This design comes from an exercise in tuning for small area, a short achievable clock period and few clock cycles per item on the open sky130 flow, not from production work.
Where RTL was checked, it was by simulation tests only, not by an equivalence proof against the original.
Power and IR drop assume default switching activity.

==> harbor: inputs <==
==> flow/design.v <==
package snn_pkg;
  localparam int SNN_N_NEURONS  = 16;
  localparam int SNN_N_INPUTS   = 16;
  localparam int SNN_W_WIDTH    = 8;
  localparam int SNN_POT_WIDTH  = 16;
  localparam int SNN_LEAK_SHIFT = 3;
endpackage
module snn_weight_ram #(
  parameter int N_ROWS = 16,
  parameter int N_COLS = 16,
  parameter int ADDR_W = 8,
  parameter int DATA_W = 8
) (
  input  logic                         clock,
  input  logic                         wr_en,
  input  logic [ADDR_W-1:0]            wr_addr,
  input  logic [DATA_W-1:0]            wr_data,
  input  logic [N_ROWS-1:0]            rd_sel,
  output logic [N_COLS*DATA_W-1:0]     rd_row,
  output logic [$clog2(N_ROWS)-1:0]    base,
  output logic                         wr_pend,
  output logic                         wr_pend_next
);
  localparam int RW = $clog2(N_ROWS);
  localparam int CW = $clog2(N_COLS);
  localparam int RB = N_COLS * DATA_W;
  logic [RW-1:0]     base_q;
  logic              wb_v_q;
  logic [ADDR_W-1:0] wb_a_q;
  logic [DATA_W-1:0] wb_d_q;
  logic [RB-1:0]     pos_q [N_ROWS];
  logic              land_s;
  logic [RB-1:0]     wrap_s;
  assign land_s = wb_v_q && (wb_a_q[ADDR_W-1 -: RW] == base_q);
  always_comb begin
    wrap_s = pos_q[0];
    for (int c = 0; c < N_COLS; c++) begin
      if (land_s && (wb_a_q[CW-1:0] == CW'(c))) begin
        wrap_s[c*DATA_W +: DATA_W] = wb_d_q;
      end
    end
  end
  always_ff @(posedge clock) begin
    base_q <= base_q + RW'(1);
    wb_v_q <= wr_en || (wb_v_q && !land_s);
    if (wr_en) begin
      wb_a_q <= wr_addr;
      wb_d_q <= wr_data;
    end
    for (int p = 0; p < N_ROWS - 1; p++) begin
      pos_q[p] <= pos_q[p+1];
    end
    pos_q[N_ROWS-1] <= wrap_s;
  end
  always_comb begin
    rd_row = '0;
    for (int p = 0; p < N_ROWS; p++) begin
      rd_row = rd_row | ({RB{rd_sel[p]}} & pos_q[p]);
    end
  end
  assign base         = base_q;
  assign wr_pend      = wb_v_q;
  assign wr_pend_next = wr_en || (wb_v_q && !land_s);
endmodule
module snn_layer #(
  parameter int N_NEURONS  = snn_pkg::SNN_N_NEURONS,
  parameter int N_INPUTS   = snn_pkg::SNN_N_INPUTS,
  parameter int W_WIDTH    = snn_pkg::SNN_W_WIDTH,
  parameter int POT_WIDTH  = snn_pkg::SNN_POT_WIDTH,
  parameter int LEAK_SHIFT = snn_pkg::SNN_LEAK_SHIFT
) (
  input  logic                                   clock,
  input  logic                                   reset_n,
  input  logic                                   in_valid,
  output logic                                   in_ready,
  input  logic [$clog2(N_INPUTS)-1:0]            in_addr,
  input  logic                                   wr_en,
  input  logic [$clog2(N_INPUTS*N_NEURONS)-1:0]  wr_addr,
  input  logic [W_WIDTH-1:0]                     wr_data,
  input  logic [POT_WIDTH-1:0]                   threshold,
  input  logic                                   leak_tick,
  output logic                                   out_valid,
  input  logic                                   out_ready,
  output logic [$clog2(N_NEURONS)-1:0]           out_addr,
  output logic                                   busy
);
  localparam int AW_N  = $clog2(N_NEURONS);
  localparam int AW_IN = $clog2(N_INPUTS);
  localparam int AW_WR = $clog2(N_INPUTS*N_NEURONS);
  localparam int P     = POT_WIDTH;
  localparam int W     = W_WIDTH;
  localparam int S     = LEAK_SHIFT;
  localparam int QD    = 6;                   
  localparam int CW    = $clog2(QD + 4);      
  localparam logic [P-1:0] SAT_MIN = {1'b1, {(P-1){1'b0}}};
  function automatic logic [AW_N-1:0] lowest_set(input logic [N_NEURONS-1:0] v);
    lowest_set = '0;
    for (int i = N_NEURONS - 1; i >= 0; i--) begin
      if (v[i]) begin
        lowest_set = AW_N'(i);
      end
    end
  endfunction
  logic                   in_ready_q, out_valid_q, busy_q;
  logic [AW_N-1:0]        out_addr_q;
  logic [N_INPUTS-1:0]    s0_sel_q;
  logic                   s0_v_q, s0_lk_q;
  logic [P-1:0]           thr_q;
  logic [N_NEURONS*W-1:0] r_w_q;
  logic                   r_v_q, r_lk_q;
  logic                   lp_q;                 
  logic [P-1:0]           pot_q [N_NEURONS];
  logic [N_NEURONS-1:0]   fm_q;
  logic                   fm_v_q;
  logic [N_NEURONS-1:0]   q_q [QD];
  logic [QD-1:0]          wp_q, rp_q;           
  logic [CW-1:0]          qn_q;                 
  logic [N_NEURONS-1:0]   rest_q;               
  logic                   acc_s, hold_s, lk_in_s;
  logic [AW_IN-1:0]       base_s, pos_in_s;
  logic                   wr_pend_s, wr_pend_d;
  logic [N_INPUTS-1:0]    sel_in_s;
  logic [N_INPUTS-1:0]    s0_sel_d;
  logic                   s0_v_d, s0_lk_d;
  assign lk_in_s = leak_tick;
  assign acc_s  = in_valid && in_ready_q;
  assign hold_s = s0_v_q && wr_pend_s;
  assign pos_in_s = in_addr - base_s - AW_IN'(1);
  always_comb begin
    sel_in_s = '0;
    sel_in_s[pos_in_s] = acc_s;
  end
  assign s0_sel_d = hold_s ? {s0_sel_q[0], s0_sel_q[N_INPUTS-1:1]} : sel_in_s;
  assign s0_v_d   = hold_s ? 1'b1     : acc_s;
  assign s0_lk_d  = hold_s ? s0_lk_q  : lk_in_s;
  logic [N_INPUTS-1:0]    rd_sel_s;
  logic [N_NEURONS*W-1:0] row_s;
  logic                   r_v_d, r_lk_d;
  assign rd_sel_s = s0_sel_q & {N_INPUTS{!wr_pend_s}};
  assign r_v_d    = s0_v_q && !wr_pend_s;
  assign r_lk_d   = s0_lk_q && !hold_s;
  snn_weight_ram #(
    .N_ROWS (N_INPUTS),
    .N_COLS (N_NEURONS),
    .ADDR_W (AW_WR),
    .DATA_W (W)
  ) u_ram (
    .clock        (clock),
    .wr_en        (wr_en),
    .wr_addr      (wr_addr),
    .wr_data      (wr_data),
    .rd_sel       (rd_sel_s),
    .rd_row       (row_s),
    .base         (base_s),
    .wr_pend      (wr_pend_s),
    .wr_pend_next (wr_pend_d)
  );
  logic                   thr_min_s;
  logic [N_NEURONS-1:0]   fire_s;
  logic [P-1:0]           pot_d [N_NEURONS];
  assign thr_min_s = (thr_q == SAT_MIN);
  for (genvar k = 0; k < N_NEURONS; k++) begin : g_n
    logic [W-1:0] w_s;
    logic [P+1:0] a_s;      
    logic [P+1:0] x_s;      
    logic [P+1:0] wx_s;     
    logic [P+1:0] t_s;      
    logic [P+1:0] s1_s, c1_s, s2_s, c2_s;
    logic [P:0]   u_s;      
    logic [P+1:0] d_s;      
    logic         ovn_s;
    assign w_s  = r_w_q[k*W +: W];
    assign a_s  = {{2{pot_q[k][P-1]}}, pot_q[k]};
    assign x_s  = {(P+2){lp_q}} & ~{{(S+2){pot_q[k][P-1]}}, pot_q[k][P-1:S]};
    assign wx_s = {{(P+2-W){w_s[W-1]}}, w_s};
    assign t_s  = ~{{2{thr_q[P-1]}}, thr_q};
    assign s1_s = a_s ^ x_s ^ wx_s;
    assign c1_s = {((a_s & x_s) | (a_s & wx_s) | (x_s & wx_s)), lp_q};
    assign u_s  = s1_s[P:0] + c1_s[P:0];
    assign s2_s = s1_s ^ c1_s ^ t_s;
    assign c2_s = {((s1_s & c1_s) | (s1_s & t_s) | (c1_s & t_s)), 1'b1};
    assign d_s  = s2_s + c2_s;
    assign ovn_s = u_s[P] && !u_s[P-1];
    assign fire_s[k] = r_v_q && (!d_s[P+1] || thr_min_s);
    always_comb begin
      if (fire_s[k]) begin
        pot_d[k] = '0;
      end else if (ovn_s) begin
        pot_d[k] = SAT_MIN;
      end else begin
        pot_d[k] = u_s[P-1:0];
      end
    end
  end
  logic                 q_ne_s, fm_ne_s, push_s, avail_s;
  logic [N_NEURONS-1:0] q_head_s, src_s, src_rest_s, rest_rest_s, rest_d;
  logic [AW_N-1:0]      src_idx_s, rest_idx_s, out_addr_d;
  logic                 out_valid_d, pop_s, fm_v_d;
  logic [QD-1:0]        wp_d, rp_d;
  logic [CW-1:0]        qn_d, m_s, k_s;
  logic                 busy_d, in_ready_d;
  logic                 free0_s, free1_s;
  logic [N_NEURONS-1:0] rest_c [2];
  logic [AW_N-1:0]      oa_c   [2];
  logic                 ov_c   [2];
  logic                 pop_c  [2];
  logic                 ir_c   [2][2];
  function automatic logic [N_NEURONS-1:0] clear_lowest(input logic [N_NEURONS-1:0] v);
    logic below;
    below = 1'b0;
    for (int i = 0; i < N_NEURONS; i++) begin
      clear_lowest[i] = v[i] && below;
      below = below || v[i];
    end
  endfunction
  assign q_ne_s  = (qn_q != '0);
  assign fm_ne_s = fm_v_q && (fm_q != '0);
  assign avail_s = q_ne_s || fm_ne_s;
  always_comb begin
    q_head_s = '0;
    for (int i = 0; i < QD; i++) begin
      q_head_s = q_head_s | (q_q[i] & {N_NEURONS{rp_q[i]}});
    end
  end
  assign src_s       = q_ne_s ? q_head_s : fm_q;
  assign src_idx_s   = lowest_set(src_s);
  assign src_rest_s  = clear_lowest(src_s);
  assign rest_idx_s  = lowest_set(rest_q);
  assign rest_rest_s = clear_lowest(rest_q);
  assign free0_s = !out_valid_q;
  assign free1_s = !out_valid_q || (rest_q == '0);
  always_comb begin
    rest_c[0] = free0_s ? src_rest_s : rest_q;
    oa_c[0]   = free0_s ? src_idx_s  : out_addr_q;
    ov_c[0]   = free0_s ? avail_s    : 1'b1;
    pop_c[0]  = free0_s && avail_s;
    rest_c[1] = free1_s ? src_rest_s : rest_rest_s;
    oa_c[1]   = free1_s ? src_idx_s  : rest_idx_s;
    ov_c[1]   = free1_s ? avail_s    : 1'b1;
    pop_c[1]  = free1_s && avail_s;
  end
  assign rest_d      = out_ready ? rest_c[1] : rest_c[0];
  assign out_addr_d  = out_ready ? oa_c[1]   : oa_c[0];
  assign out_valid_d = out_ready ? ov_c[1]   : ov_c[0];
  assign pop_s       = out_ready ? pop_c[1]  : pop_c[0];
  assign push_s = fm_ne_s;
  assign wp_d   = push_s ? {wp_q[QD-2:0], wp_q[QD-1]} : wp_q;
  assign rp_d   = pop_s  ? {rp_q[QD-2:0], rp_q[QD-1]} : rp_q;
  assign m_s    = qn_q + CW'(push_s);
  assign qn_d   = m_s - CW'(pop_s);
  assign fm_v_d = r_v_q;
  assign k_s = m_s + CW'(r_v_d) + CW'(r_v_q);
  assign ir_c[0][0] = (k_s < CW'(QD));
  assign ir_c[0][1] = (k_s < CW'(QD + 1));
  assign ir_c[1][0] = (k_s < CW'(QD - 1));
  assign ir_c[1][1] = (k_s < CW'(QD));
  assign in_ready_d = ir_c[s0_v_d][pop_s] && !wr_pend_d;
  assign busy_d     = wr_pend_d || s0_v_d || r_v_d || fm_v_d || out_valid_d
                   || (pop_s ? (m_s > CW'(1)) : (m_s != '0));
  always_ff @(posedge clock or negedge reset_n) begin
    if (!reset_n) begin
      in_ready_q  <= 1'b1;
      out_valid_q <= 1'b0;
      out_addr_q  <= '0;
      s0_sel_q    <= '0;
      s0_v_q      <= 1'b0;
      s0_lk_q     <= 1'b0;
      r_w_q       <= '0;
      r_v_q       <= 1'b0;
      r_lk_q      <= 1'b0;
      lp_q        <= 1'b0;
      fm_v_q      <= 1'b0;
      wp_q        <= QD'(1);
      rp_q        <= QD'(1);
      qn_q        <= '0;
      rest_q      <= '0;
      for (int i = 0; i < N_NEURONS; i++) begin
        pot_q[i] <= '0;
      end
    end else begin
      in_ready_q  <= in_ready_d;
      out_valid_q <= out_valid_d;
      out_addr_q  <= out_addr_d;
      s0_sel_q    <= s0_sel_d;
      s0_v_q      <= s0_v_d;
      s0_lk_q     <= s0_lk_d;
      r_w_q       <= row_s;
      r_v_q       <= r_v_d;
      r_lk_q      <= r_lk_d;
      lp_q        <= r_lk_q;
      fm_v_q      <= fm_v_d;
      wp_q        <= wp_d;
      rp_q        <= rp_d;
      qn_q        <= qn_d;
      rest_q      <= rest_d;
      for (int i = 0; i < N_NEURONS; i++) begin
        pot_q[i] <= pot_d[i];
      end
    end
  end
  always_ff @(posedge clock) begin
    busy_q <= busy_d;
    thr_q <= threshold;
    fm_q  <= fire_s;
    for (int i = 0; i < QD; i++) begin
      if (push_s && wp_q[i]) begin
        q_q[i] <= fm_q;
      end
    end
  end
  assign in_ready  = in_ready_q;
  assign out_valid = out_valid_q;
  assign out_addr  = out_addr_q;
  assign busy      = busy_q;
endmodule
==> flow/flow/run.sh <==
#!/bin/bash
set -euo pipefail
bash standard.sh SETUP_SLACK_MARGIN=7 TNS_END_PERCENT=0 MATCH_CELL_FOOTPRINT=0 finish > standard_flow.log 2>&1
==> flow/standard.sh <==
#!/bin/bash
# synth_recipe.tcl (not shown) runs the flow's synth.tcl, then flattens the netlist and writes it again
# the make line also repeats each setting of config.mk as NAME=value (left out here)
make -C /OpenROAD-flow-scripts/flow DESIGN_CONFIG=/design/flow/config.mk WORK_HOME=/design/flow/orfs CLKGATE_MAP_FILE= SYNTH_SCRIPT=/design/flow/synth_recipe.tcl "${@:-finish}"
==> flow/config.mk <==
export PLATFORM = sky130hd
export DESIGN_NAME = snn_layer
export DESIGN_NICKNAME = snn_layer
export VERILOG_FILES = /design/flow/design.v
export SDC_FILE = /design/flow/constraint.sdc
export NUM_CORES = 4
export LEC_CHECK = 0
export CAP_MARGIN = 20
export CORE_MARGIN = 2
export CORE_UTILIZATION = 30
export PLACE_DENSITY = 0.5
export SLEW_MARGIN = 20
==> flow/constraint.sdc <==
create_clock -name core_clock -period 10.0 [get_ports {clock}]
set_input_delay 2.0000 -clock core_clock [delete_from_list [all_inputs] [get_ports {clock}]]
set_output_delay 2.0000 -clock core_clock [all_outputs]
set_load 0.01 [all_outputs]
==> amber: changes against harbor <==
==> flow/design.v, changed modules only <==
module snn_layer #(
  parameter int N_NEURONS  = snn_pkg::SNN_N_NEURONS,
  parameter int N_INPUTS   = snn_pkg::SNN_N_INPUTS,
  parameter int W_WIDTH    = snn_pkg::SNN_W_WIDTH,
  parameter int POT_WIDTH  = snn_pkg::SNN_POT_WIDTH,
  parameter int LEAK_SHIFT = snn_pkg::SNN_LEAK_SHIFT
) (
  input  logic                                   clock,
  input  logic                                   reset_n,
  input  logic                                   in_valid,
  output logic                                   in_ready,
  input  logic [$clog2(N_INPUTS)-1:0]            in_addr,
  input  logic                                   wr_en,
  input  logic [$clog2(N_INPUTS*N_NEURONS)-1:0]  wr_addr,
  input  logic [W_WIDTH-1:0]                     wr_data,
  input  logic [POT_WIDTH-1:0]                   threshold,
  input  logic                                   leak_tick,
  output logic                                   out_valid,
  input  logic                                   out_ready,
  output logic [$clog2(N_NEURONS)-1:0]           out_addr,
  output logic                                   busy
);
  localparam int AW_N  = $clog2(N_NEURONS);
  localparam int AW_IN = $clog2(N_INPUTS);
  localparam int AW_WR = $clog2(N_INPUTS*N_NEURONS);
  localparam int P     = POT_WIDTH;
  localparam int W     = W_WIDTH;
  localparam int S     = LEAK_SHIFT;
  localparam int QD    = 6;                   
  localparam int CW    = $clog2(QD + 4);      
  localparam logic [P-1:0] SAT_MIN = {1'b1, {(P-1){1'b0}}};
  function automatic logic [AW_N-1:0] lowest_set(input logic [N_NEURONS-1:0] v);
    lowest_set = '0;
    for (int i = N_NEURONS - 1; i >= 0; i--) begin
      if (v[i]) begin
        lowest_set = AW_N'(i);
      end
    end
  endfunction
  logic                   in_ready_q, out_valid_q, busy_q;
  logic [AW_N-1:0]        out_addr_q;
  logic [N_INPUTS-1:0]    s0_sel_q;
  logic                   s0_v_q, s0_lk_q;
  logic [P-1:0]           thr_q;                  
  logic [N_NEURONS*W-1:0] r_w_q;
  logic                   r_v_q, r_lk_q;
  logic                   lp_q;                 
  logic [P-1:0]           pr_q [N_NEURONS];       
  logic [N_NEURONS-1:0]   fm_q;                   
  logic [N_NEURONS-1:0]   zl_q;                   
  logic                   fm_v_q;
  logic [N_NEURONS-1:0]   q_q [QD];
  logic [QD-1:0]          wp_q, rp_q;           
  logic [CW-1:0]          qn_q;                 
  logic [N_NEURONS-1:0]   rest_q;               
  logic                   acc_s, hold_s, lk_in_s;
  logic [AW_IN-1:0]       base_s, pos_in_s;
  logic                   wr_pend_s, wr_pend_d;
  logic [N_INPUTS-1:0]    sel_in_s;
  logic [N_INPUTS-1:0]    s0_sel_d;
  logic                   s0_v_d, s0_lk_d;
  assign lk_in_s = leak_tick;
  assign acc_s  = in_valid && in_ready_q;
  assign hold_s = s0_v_q && wr_pend_s;
  assign pos_in_s = in_addr - base_s - AW_IN'(1);
  always_comb begin
    sel_in_s = '0;
    sel_in_s[pos_in_s] = acc_s;
  end
  assign s0_sel_d = hold_s ? {s0_sel_q[0], s0_sel_q[N_INPUTS-1:1]} : sel_in_s;
  assign s0_v_d   = hold_s ? 1'b1     : acc_s;
  assign s0_lk_d  = hold_s ? s0_lk_q  : lk_in_s;
  logic [N_INPUTS-1:0]    rd_sel_s;
  logic [N_NEURONS*W-1:0] row_s;
  logic                   r_v_d, r_lk_d;
  assign rd_sel_s = s0_sel_q & {N_INPUTS{!wr_pend_s}};
  assign r_v_d    = s0_v_q && !wr_pend_s;
  assign r_lk_d   = s0_lk_q && !hold_s;
  snn_weight_ram #(
    .N_ROWS (N_INPUTS),
    .N_COLS (N_NEURONS),
    .ADDR_W (AW_WR),
    .DATA_W (W)
  ) u_ram (
    .clock        (clock),
    .wr_en        (wr_en),
    .wr_addr      (wr_addr),
    .wr_data      (wr_data),
    .rd_sel       (rd_sel_s),
    .rd_row       (row_s),
    .base         (base_s),
    .wr_pend      (wr_pend_s),
    .wr_pend_next (wr_pend_d)
  );
  logic                   thr_min_s;
  logic [N_NEURONS-1:0]   fire_s;
  logic [P-1:0]           pr_d [N_NEURONS];
  logic [N_NEURONS-1:0]   zl_d;
  assign thr_min_s = (thr_q == ~SAT_MIN);
  for (genvar k = 0; k < N_NEURONS; k++) begin : g_n
    logic [W-1:0] w_s;
    logic [P-1:0] pot_s;    
    logic [P+1:0] a_s;      
    logic [P+1:0] x_s;      
    logic [P+1:0] wx_s;     
    logic [P+1:0] t_s;      
    logic [P+1:0] s1_s, c1_s;
    logic [P:0]   u_s;      
    logic [P+1:0] d_s;      
    logic         ovn_s;
    assign w_s   = r_w_q[k*W +: W];
    assign pot_s = {pr_q[k][P-1] && !fm_q[k], pr_q[k][P-2:0] & {(P-1){!zl_q[k]}}};
    assign a_s   = {{2{pot_s[P-1]}}, pot_s};
    assign x_s   = {(P+2){lp_q}} & ~{{(S+2){pot_s[P-1]}}, pot_s[P-1:S]};
    assign wx_s  = {{(P+2-W){w_s[W-1]}}, w_s};
    assign t_s   = {{2{thr_q[P-1]}}, thr_q};
    assign s1_s  = a_s ^ x_s ^ wx_s;
    assign c1_s  = {((a_s & x_s) | (a_s & wx_s) | (x_s & wx_s)), lp_q};
    assign u_s   = s1_s[P:0] + c1_s[P:0];
    assign ovn_s = !lp_q && w_s[W-1] && (pot_s[P-1:W-1] == {1'b1, {(P-W){1'b0}}}) && u_s[W-1];
    assign d_s   = a_s + wx_s + t_s + (P+2)'(1) + x_s + (P+2)'(lp_q);
    assign fire_s[k] = r_v_q && (!d_s[P+1] || thr_min_s);
    assign pr_d[k]   = {u_s[P-1] || ovn_s, u_s[P-2:0]};
    assign zl_d[k]   = fire_s[k] || ovn_s;
  end
  logic                 q_ne_s, fm_ne_s, push_s, avail_s;
  logic [N_NEURONS-1:0] q_head_s, src_s, src_rest_s, rest_rest_s, rest_d;
  logic [AW_N-1:0]      src_idx_s, rest_idx_s, out_addr_d;
  logic                 out_valid_d, pop_s, fm_v_d;
  logic [QD-1:0]        wp_d, rp_d;
  logic [CW-1:0]        qn_d, m_s, k_s;
  logic                 busy_d, in_ready_d;
  logic                 free0_s, free1_s;
  logic [N_NEURONS-1:0] rest_c [2];
  logic [AW_N-1:0]      oa_c   [2];
  logic                 ov_c   [2];
  logic                 pop_c  [2];
  logic                 ir_c   [2][2];
  function automatic logic [N_NEURONS-1:0] clear_lowest(input logic [N_NEURONS-1:0] v);
    logic below;
    below = 1'b0;
    for (int i = 0; i < N_NEURONS; i++) begin
      clear_lowest[i] = v[i] && below;
      below = below || v[i];
    end
  endfunction
  assign q_ne_s  = (qn_q != '0);
  assign fm_ne_s = fm_v_q && (fm_q != '0);
  assign avail_s = q_ne_s || fm_ne_s;
  always_comb begin
    q_head_s = '0;
    for (int i = 0; i < QD; i++) begin
      q_head_s = q_head_s | (q_q[i] & {N_NEURONS{rp_q[i]}});
    end
  end
  assign src_s       = q_ne_s ? q_head_s : fm_q;
  assign src_idx_s   = lowest_set(src_s);
  assign src_rest_s  = clear_lowest(src_s);
  assign rest_idx_s  = lowest_set(rest_q);
  assign rest_rest_s = clear_lowest(rest_q);
  assign free0_s = !out_valid_q;
  assign free1_s = !out_valid_q || (rest_q == '0);
  always_comb begin
    rest_c[0] = free0_s ? src_rest_s : rest_q;
    oa_c[0]   = free0_s ? src_idx_s  : out_addr_q;
    ov_c[0]   = free0_s ? avail_s    : 1'b1;
    pop_c[0]  = free0_s && avail_s;
    rest_c[1] = free1_s ? src_rest_s : rest_rest_s;
    oa_c[1]   = free1_s ? src_idx_s  : rest_idx_s;
    ov_c[1]   = free1_s ? avail_s    : 1'b1;
    pop_c[1]  = free1_s && avail_s;
  end
  assign rest_d      = out_ready ? rest_c[1] : rest_c[0];
  assign out_addr_d  = out_ready ? oa_c[1]   : oa_c[0];
  assign out_valid_d = out_ready ? ov_c[1]   : ov_c[0];
  assign pop_s       = out_ready ? pop_c[1]  : pop_c[0];
  assign push_s = fm_ne_s;
  assign wp_d   = push_s ? {wp_q[QD-2:0], wp_q[QD-1]} : wp_q;
  assign rp_d   = pop_s  ? {rp_q[QD-2:0], rp_q[QD-1]} : rp_q;
  assign m_s    = qn_q + CW'(push_s);
  assign qn_d   = m_s - CW'(pop_s);
  assign fm_v_d = r_v_q;
  assign k_s = m_s + CW'(r_v_d) + CW'(r_v_q);
  assign ir_c[0][0] = (k_s < CW'(QD));
  assign ir_c[0][1] = (k_s < CW'(QD + 1));
  assign ir_c[1][0] = (k_s < CW'(QD - 1));
  assign ir_c[1][1] = (k_s < CW'(QD));
  assign in_ready_d = ir_c[s0_v_d][pop_s] && !wr_pend_d;
  assign busy_d     = wr_pend_d || s0_v_d || r_v_d || fm_v_d || out_valid_d
                   || (pop_s ? (m_s > CW'(1)) : (m_s != '0));
  always_ff @(posedge clock or negedge reset_n) begin
    if (!reset_n) begin
      in_ready_q  <= 1'b1;
      out_valid_q <= 1'b0;
      out_addr_q  <= '0;
      s0_sel_q    <= '0;
      s0_v_q      <= 1'b0;
      s0_lk_q     <= 1'b0;
      r_w_q       <= '0;
      r_v_q       <= 1'b0;
      r_lk_q      <= 1'b0;
      lp_q        <= 1'b0;
      fm_v_q      <= 1'b0;
      fm_q        <= '1;
      zl_q        <= '1;
      wp_q        <= QD'(1);
      rp_q        <= QD'(1);
      qn_q        <= '0;
      rest_q      <= '0;
    end else begin
      in_ready_q  <= in_ready_d;
      out_valid_q <= out_valid_d;
      out_addr_q  <= out_addr_d;
      s0_sel_q    <= s0_sel_d;
      s0_v_q      <= s0_v_d;
      s0_lk_q     <= s0_lk_d;
      r_w_q       <= row_s;
      r_v_q       <= r_v_d;
      r_lk_q      <= r_lk_d;
      lp_q        <= r_lk_q;
      fm_v_q      <= fm_v_d;
      fm_q        <= fire_s;
      zl_q        <= zl_d;
      wp_q        <= wp_d;
      rp_q        <= rp_d;
      qn_q        <= qn_d;
      rest_q      <= rest_d;
    end
  end
  always_ff @(posedge clock) begin
    busy_q <= busy_d;
    for (int i = 0; i < N_NEURONS; i++) begin
      pr_q[i] <= pr_d[i];
    end
    thr_q <= ~threshold;
    for (int i = 0; i < QD; i++) begin
      if (push_s && wp_q[i]) begin
        q_q[i] <= fm_q;
      end
    end
  end
  assign in_ready  = in_ready_q;
  assign out_valid = out_valid_q;
  assign out_addr  = out_addr_q;
  assign busy      = busy_q;
endmodule
CORE_UTILIZATION = 50   (was 30)
CTS_BUF_LIST = sky130_fd_sc_hd__clkbuf_8   (was unset)
PLACE_DENSITY = 0.65   (was 0.5)
==> impl_results.md <==
* Outcome: complete, no violations
* R2R Setup Slk at 5.45 ns
* Clock Skew at 0.0633 ns
* Comb power at 15.2 mW
* Commonest non-fill, non-tap cells in the layout: 2,072 x dfxtp_1, 1,206 x inv_1, 539 x ha_1, 530 x fa_1, 523 x a22o_1
* DR top layer: met4
* ANT cells at 7
* Post-synth cell types at 84
* Setup Buffers After CTS at 50
* Tot Pwr at 37.5 mW
* Seq pwr share at 0.316
* Peak per-stage delay on the critical path at 0.55 ns
# the run above: harbor

==> impl_results.md <==
* Seq pwr share at 0.329
* DR top layer: met5
* Outcome: complete, no violations
* Post-synth cell types at 85
* Peak per-stage delay on the critical path at 0.54 ns
* Commonest non-fill, non-tap cells in the layout: 2,310 x dfxtp_1, 766 x fa_1, 526 x a22o_1, 522 x clkbuf_8, 516 x a221oi_1
* Setup Buffers After CTS at 22
* Comb power at 14.8 mW
# the run above: amber

Testbench counts of harbor, summed over its fixed seeds: cycles 2,116, events 1,920.
The RTL of amber was laid out without a check of its function.

-- port drivers added, routing unchanged --
No port has a modelled driver above. Below, the same layouts with a new extraction and two added sets of constraints.
Step 1 (the two cells are an assumption about what drives the block):
set clk [get_ports {clock}]
set_driving_cell -lib_cell sky130_fd_sc_hd__clkbuf_16 $clk
set_driving_cell -lib_cell sky130_fd_sc_hd__buf_2 [delete_from_list [all_inputs] $clk]
Step 2, shift: input delay + t, output delay - t, t = (earliest + latest rising clock arrival at the registers) / 2. This alone moves slack from input paths to output paths.
Three values: ideal, step 1, step 2; two values: the first two.
| run | t (ns) | slack for setup (ns) | worst hold slack (ns) | clock arrival spread, ns |
|---|---|---|---|---|
| harbor | 0.923 | 5.455 / 5.455 / 5.309 | 0.310 / 0.310 / 0.310 | 0.065 / 0.065 |
| amber | 1.146 | 6.202 / 6.155 / 5.240 | 0.285 / 0.285 / 0.285 | 0.128 / 0.127 |
After both steps setup and hold are still met in every run listed. For amber, which loses most, drivers alone change the setup slack by -0.047 ns; drivers and shift together by -0.962 ns.
